This is an optimization exercise on Yosys and OpenROAD, whose aim is small area, a short achievable clock period and few clock cycles per item, not a production implementation.
Only simulation tests tie the RTL to the original design; equivalence was not proved.
Power and IR drop assume default switching activity.

==> job 938 <==
==> flow/design.v <==
package tile_stream_pkg;
    localparam int DW = 16;
    localparam int N_MAP = 4;
    localparam int R_MAP = 8;
    localparam int C_MAP = 8;
    localparam int RAM_DEPTH = N_MAP * R_MAP * C_MAP;
    localparam int AW = 8;
    localparam int TN = 2;
    localparam int TR = 4;
    localparam int TC = 4;
    localparam int TILE_WORDS = TN * TR * TC;
    localparam int BW = 4;
    localparam int WW = 5;
    localparam int PW = 5;
    localparam int FIFO_DEPTH = 4;
    localparam int FIFO_AW = 2;
    localparam int CREDITS = FIFO_DEPTH + 1;
endpackage
`timescale 1ns/100ps
import tile_stream_pkg::*;
module nest3_counter
(
    input  logic          clk,
    input  logic          rst,
    input  logic          ena,
    output logic [WW-1:0] cnt
);
    always_ff @(posedge clk or posedge rst) begin
        if (rst) begin
            cnt <= '0;
        end else if (ena) begin
            cnt <= cnt + 1'b1;
        end
    end
endmodule
`timescale 1ns/100ps
import tile_stream_pkg::*;
module fm_ram
(
    input  logic            clk,
    input  logic            we,
    input  logic [AW-1:0]   waddr,
    input  logic [DW-1:0]   wdata,
    input  logic [5:0]      raddr,
    output logic [4*DW-1:0] rcand
);
    logic [DW-1:0] mem [RAM_DEPTH];
    logic          we_q;
    logic [AW-1:0] waddr_q;
    logic [DW-1:0] wdata_q;
    always_ff @(posedge clk) begin
        we_q    <= we;
        waddr_q <= waddr;
        wdata_q <= wdata;
    end
    always_ff @(posedge clk) begin
        if (we_q) begin
            mem[waddr_q] <= wdata_q;
        end
    end
    always_ff @(posedge clk) begin
        for (int g = 0; g < N_MAP; g++) begin
            rcand[g*DW +: DW] <= mem[{g[1:0], raddr}];
        end
    end
endmodule
`timescale 1ns/100ps
import tile_stream_pkg::*;
module tile_reader
(
    input  logic            clk,
    input  logic            rst,
    input  logic            req_start,
    input  logic [BW-1:0]   req_base_n,
    input  logic [BW-1:0]   req_base_row,
    input  logic [BW-1:0]   req_base_col,
    output logic            req_busy,
    output logic            req_done,
    output logic [5:0]      ram_raddr,
    input  logic [4*DW-1:0] ram_rcand,
    input  logic            pop_ok,
    output logic            fifo_push,
    output logic [DW-1:0]   fifo_wdata
);
    logic               busy_q;
    logic               done_q;
    logic               active_q;
    logic               start_ok;
    logic               issue;
    logic               room;
    logic [WW-1:0]      w;
    logic [PW-1:0]      pos_n;
    logic [PW-1:0]      pos_row;
    logic [PW-1:0]      pos_col;
    logic               in_bounds;
    logic [2:0]         occ;
    logic               vld2;
    logic               inb2;
    logic [1:0]         ch2;
    logic [DW-1:0]      word2;
    assign start_ok = req_start & ~busy_q;
    always_comb begin
        if (w == WW'(TILE_WORDS - 3)) begin
            room = (occ <= 3'(CREDITS - 3));
        end else if (w > WW'(TILE_WORDS - 3)) begin
            room = 1'b1;
        end else begin
            room = (occ < 3'(CREDITS));
        end
    end
    assign issue = active_q & room;
    always_ff @(posedge clk or posedge rst) begin
        if (rst) begin
            busy_q   <= 1'b0;
            done_q   <= 1'b0;
            active_q <= 1'b0;
        end else begin
            busy_q   <= start_ok | (busy_q & ~done_q);
            done_q   <= issue & (w == WW'(TILE_WORDS - 3));
            active_q <= start_ok | (active_q & ~(issue & (w == WW'(TILE_WORDS - 1))));
        end
    end
    nest3_counter i_nest3_counter (
        .clk (clk),
        .rst (rst),
        .ena (issue),
        .cnt (w)
    );
    always_ff @(posedge clk) begin
        if (!busy_q) begin
            pos_n   <= PW'(req_base_n);
            pos_row <= PW'(req_base_row);
            pos_col <= PW'(req_base_col);
        end else if (issue) begin
            if (w[1:0] == 2'd3) begin
                pos_col <= pos_col - PW'(TC - 1);
                if (w[3:2] == 2'd3) begin
                    pos_row <= pos_row - PW'(TR - 1);
                    pos_n   <= pos_n + 1'b1;
                end else begin
                    pos_row <= pos_row + 1'b1;
                end
            end else begin
                pos_col <= pos_col + 1'b1;
            end
        end
    end
    assign in_bounds = (pos_n < PW'(N_MAP)) && (pos_row < PW'(R_MAP)) && (pos_col < PW'(C_MAP));
    assign ram_raddr = {pos_row[2:0], pos_col[2:0]};
    always_ff @(posedge clk or posedge rst) begin
        if (rst) begin
            vld2 <= 1'b0;
        end else begin
            vld2 <= issue;
        end
    end
    always_ff @(posedge clk) begin
        inb2 <= in_bounds;
        ch2  <= pos_n[1:0];
    end
    assign word2      = ram_rcand[ch2*DW +: DW];
    assign fifo_push  = vld2;
    assign fifo_wdata = inb2 ? word2 : '0;
    always_ff @(posedge clk or posedge rst) begin
        if (rst) begin
            occ <= '0;
        end else begin
            case ({issue, pop_ok})
                2'b10:   occ <= occ + 1'b1;
                2'b01:   occ <= occ - 1'b1;
                default: occ <= occ;
            endcase
        end
    end
    assign req_busy = busy_q;
    assign req_done = done_q;
endmodule
`timescale 1ns/100ps
import tile_stream_pkg::*;
module out_fm_fifo
(
    input  logic          clk,
    input  logic          rst,
    input  logic          push,
    input  logic [DW-1:0] wdata,
    input  logic          pop,
    output logic          pop_ok,
    output logic [DW-1:0] rdata,
    output logic          empty
);
    logic [DW-1:0]      mem [FIFO_DEPTH];
    logic [FIFO_AW-1:0] wr_ptr;
    logic [FIFO_AW-1:0] rd_ptr;
    logic [FIFO_AW:0]   count;
    logic               buf_any;
    logic [DW-1:0]      head;
    logic               head_v;
    logic               take;
    logic               push_buf;
    assign buf_any  = (count != '0);
    assign pop_ok   = pop & head_v;
    assign take     = ~head_v | pop_ok;
    assign push_buf = push & ~(take & ~buf_any);
    always_ff @(posedge clk) begin
        if (push_buf) begin
            mem[wr_ptr] <= wdata;
        end
        if (take) begin
            head <= buf_any ? mem[rd_ptr] : wdata;
        end
    end
    always_ff @(posedge clk or posedge rst) begin
        if (rst) begin
            wr_ptr <= '0;
            rd_ptr <= '0;
            count  <= '0;
            head_v <= 1'b0;
        end else begin
            if (push_buf) begin
                wr_ptr <= wr_ptr + 1'b1;
            end
            if (take & buf_any) begin
                rd_ptr <= rd_ptr + 1'b1;
            end
            if (take) begin
                head_v <= buf_any | push;
            end
            case ({push_buf, take & buf_any})
                2'b10:   count <= count + 1'b1;
                2'b01:   count <= count - 1'b1;
                default: count <= count;
            endcase
        end
    end
    assign rdata = head;
    assign empty = ~head_v;
endmodule
`timescale 1ns/100ps
import tile_stream_pkg::*;
module tile_stream_top
(
    input  logic          clk,
    input  logic          rst,
    input  logic          start,
    input  logic [BW-1:0] base_n,
    input  logic [BW-1:0] base_row,
    input  logic [BW-1:0] base_col,
    output logic          busy,
    output logic          done,
    input  logic          ram_we,
    input  logic [AW-1:0] ram_waddr,
    input  logic [DW-1:0] ram_wdata,
    input  logic          pop,
    output logic [DW-1:0] pop_data,
    output logic          empty
);
    logic [5:0]      ram_raddr;
    logic [4*DW-1:0] ram_rcand;
    logic            fifo_push;
    logic [DW-1:0]   fifo_wdata;
    logic            pop_ok;
    fm_ram i_fm_ram (
        .clk   (clk),
        .we    (ram_we),
        .waddr (ram_waddr),
        .wdata (ram_wdata),
        .raddr (ram_raddr),
        .rcand (ram_rcand)
    );
    tile_reader i_tile_reader (
        .clk          (clk),
        .rst          (rst),
        .req_start    (start),
        .req_base_n   (base_n),
        .req_base_row (base_row),
        .req_base_col (base_col),
        .req_busy     (busy),
        .req_done     (done),
        .ram_raddr    (ram_raddr),
        .ram_rcand    (ram_rcand),
        .pop_ok       (pop_ok),
        .fifo_push    (fifo_push),
        .fifo_wdata   (fifo_wdata)
    );
    out_fm_fifo i_out_fm_fifo (
        .clk    (clk),
        .rst    (rst),
        .push   (fifo_push),
        .wdata  (fifo_wdata),
        .pop    (pop),
        .pop_ok (pop_ok),
        .rdata  (pop_data),
        .empty  (empty)
    );
endmodule
==> flow/run.sh <==
#!/bin/bash
# synth_recipe.tcl (not shown) runs the flow's synth.tcl, then flattens the netlist and writes it again
# the make line also repeats each setting of config.mk as NAME=value (left out here)
make -C /OpenROAD-flow-scripts/flow DESIGN_CONFIG=/design/flow/config.mk WORK_HOME=/design/flow/orfs CLKGATE_MAP_FILE= SYNTH_SCRIPT=/design/flow/synth_recipe.tcl finish
==> flow/config.mk <==
export PLATFORM = sky130hd
export DESIGN_NAME = tile_stream_top
export DESIGN_NICKNAME = tile_stream_top
export VERILOG_FILES = /design/flow/design.v
export SDC_FILE = /design/flow/constraint.sdc
export NUM_CORES = 4
export LEC_CHECK = 0
export ABC_CLOCK_PERIOD_IN_PS = 2500
export CAP_MARGIN = 20
export CORE_MARGIN = 2
export CORE_UTILIZATION = 40
export SETUP_SLACK_MARGIN = 2.4
export SLEW_MARGIN = 20
==> flow/constraint.sdc <==
create_clock -name core_clock -period 5.0 [get_ports {clk}]
set_input_delay 1.0000 -clock core_clock [delete_from_list [all_inputs] [get_ports {clk}]]
set_output_delay 1.0000 -clock core_clock [all_outputs]
set_load 0.01 [all_outputs]
==> inputs of job 8834, as changes to job 938 <==
ABC_CLOCK_PERIOD_IN_PS = unset   (was 2500)
SETUP_SLACK_MARGIN = unset   (was 2.4)
==> summary.txt <==
Outcome: job 938 no timing/DRC/antenna violations; job 8834 no timing/DRC/antenna violations
Share of total power in sequential cells: job 938 38.2%; job 8834 41.6%
RSZ-0062 raised after global routing: job 938 yes; job 8834 no
Detailed-placement wirelength estimate: job 938 261 mm; job 8834 251 mm
Final non-filler cell area: job 938 193000 um^2; job 8834 186000 um^2
Worst path depth: job 938 6; job 8834 7
Number of fill cells: job 938 32500; job 8834 33100
Vias per cell: job 938 5.95; job 8834 5.79
Endpoint with the worst hold slack: job 938 i_fm_ram.wdata_q[2]; job 8834 i_tile_reader.inb2
Routed WL per cell: job 938 34.2 um; job 8834 31.6 um
Final non-filler cell total: job 938 13700; job 8834 13500
Number of global-route vias before repair: job 938 80000; job 8834 78000
Pre-CTS setup slack: job 938 0.926 ns; job 8834 1.13 ns
Testbench counts of job 938, summed over its fixed seeds: cycles 12,312, words 12,288.
Testbench counts of job 8834, summed over its fixed seeds: cycles 12,312, words 12,288.

separate check: timing with driven ports:
The flow's constraints put no driver on any port. The routed layouts listed below were extracted and timed again, unchanged, in two steps.
Step 1, drivers: a clkbuf_16 drives clk and a buf_2 each remaining input, both assumed.
Step 2 also shifts input and output timing later by t, the mid clock arrival at the registers, as if the neighbouring blocks saw the same clock.
Three values: no drivers, after step 1, after step 2; two values: the first two.
| run | t, ns | setup WS [ns] | slew at the worst register clock pin (ns) | worst slew at a driven data input, ns |
|---|---|---|---|---|
| job 938 | 1.089 | 2.278 / 2.278 / 1.548 | 0.07 / 0.07 | 0.06 |
| job 8834 | 1.080 | 1.315 / 1.315 / 1.098 | 0.07 / 0.07 | 0.06 |
After both steps setup and hold are still met in every run listed. The setup slack of job 938, which loses most, moves by 0.000 ns with the drivers and by -0.730 ns with both steps.
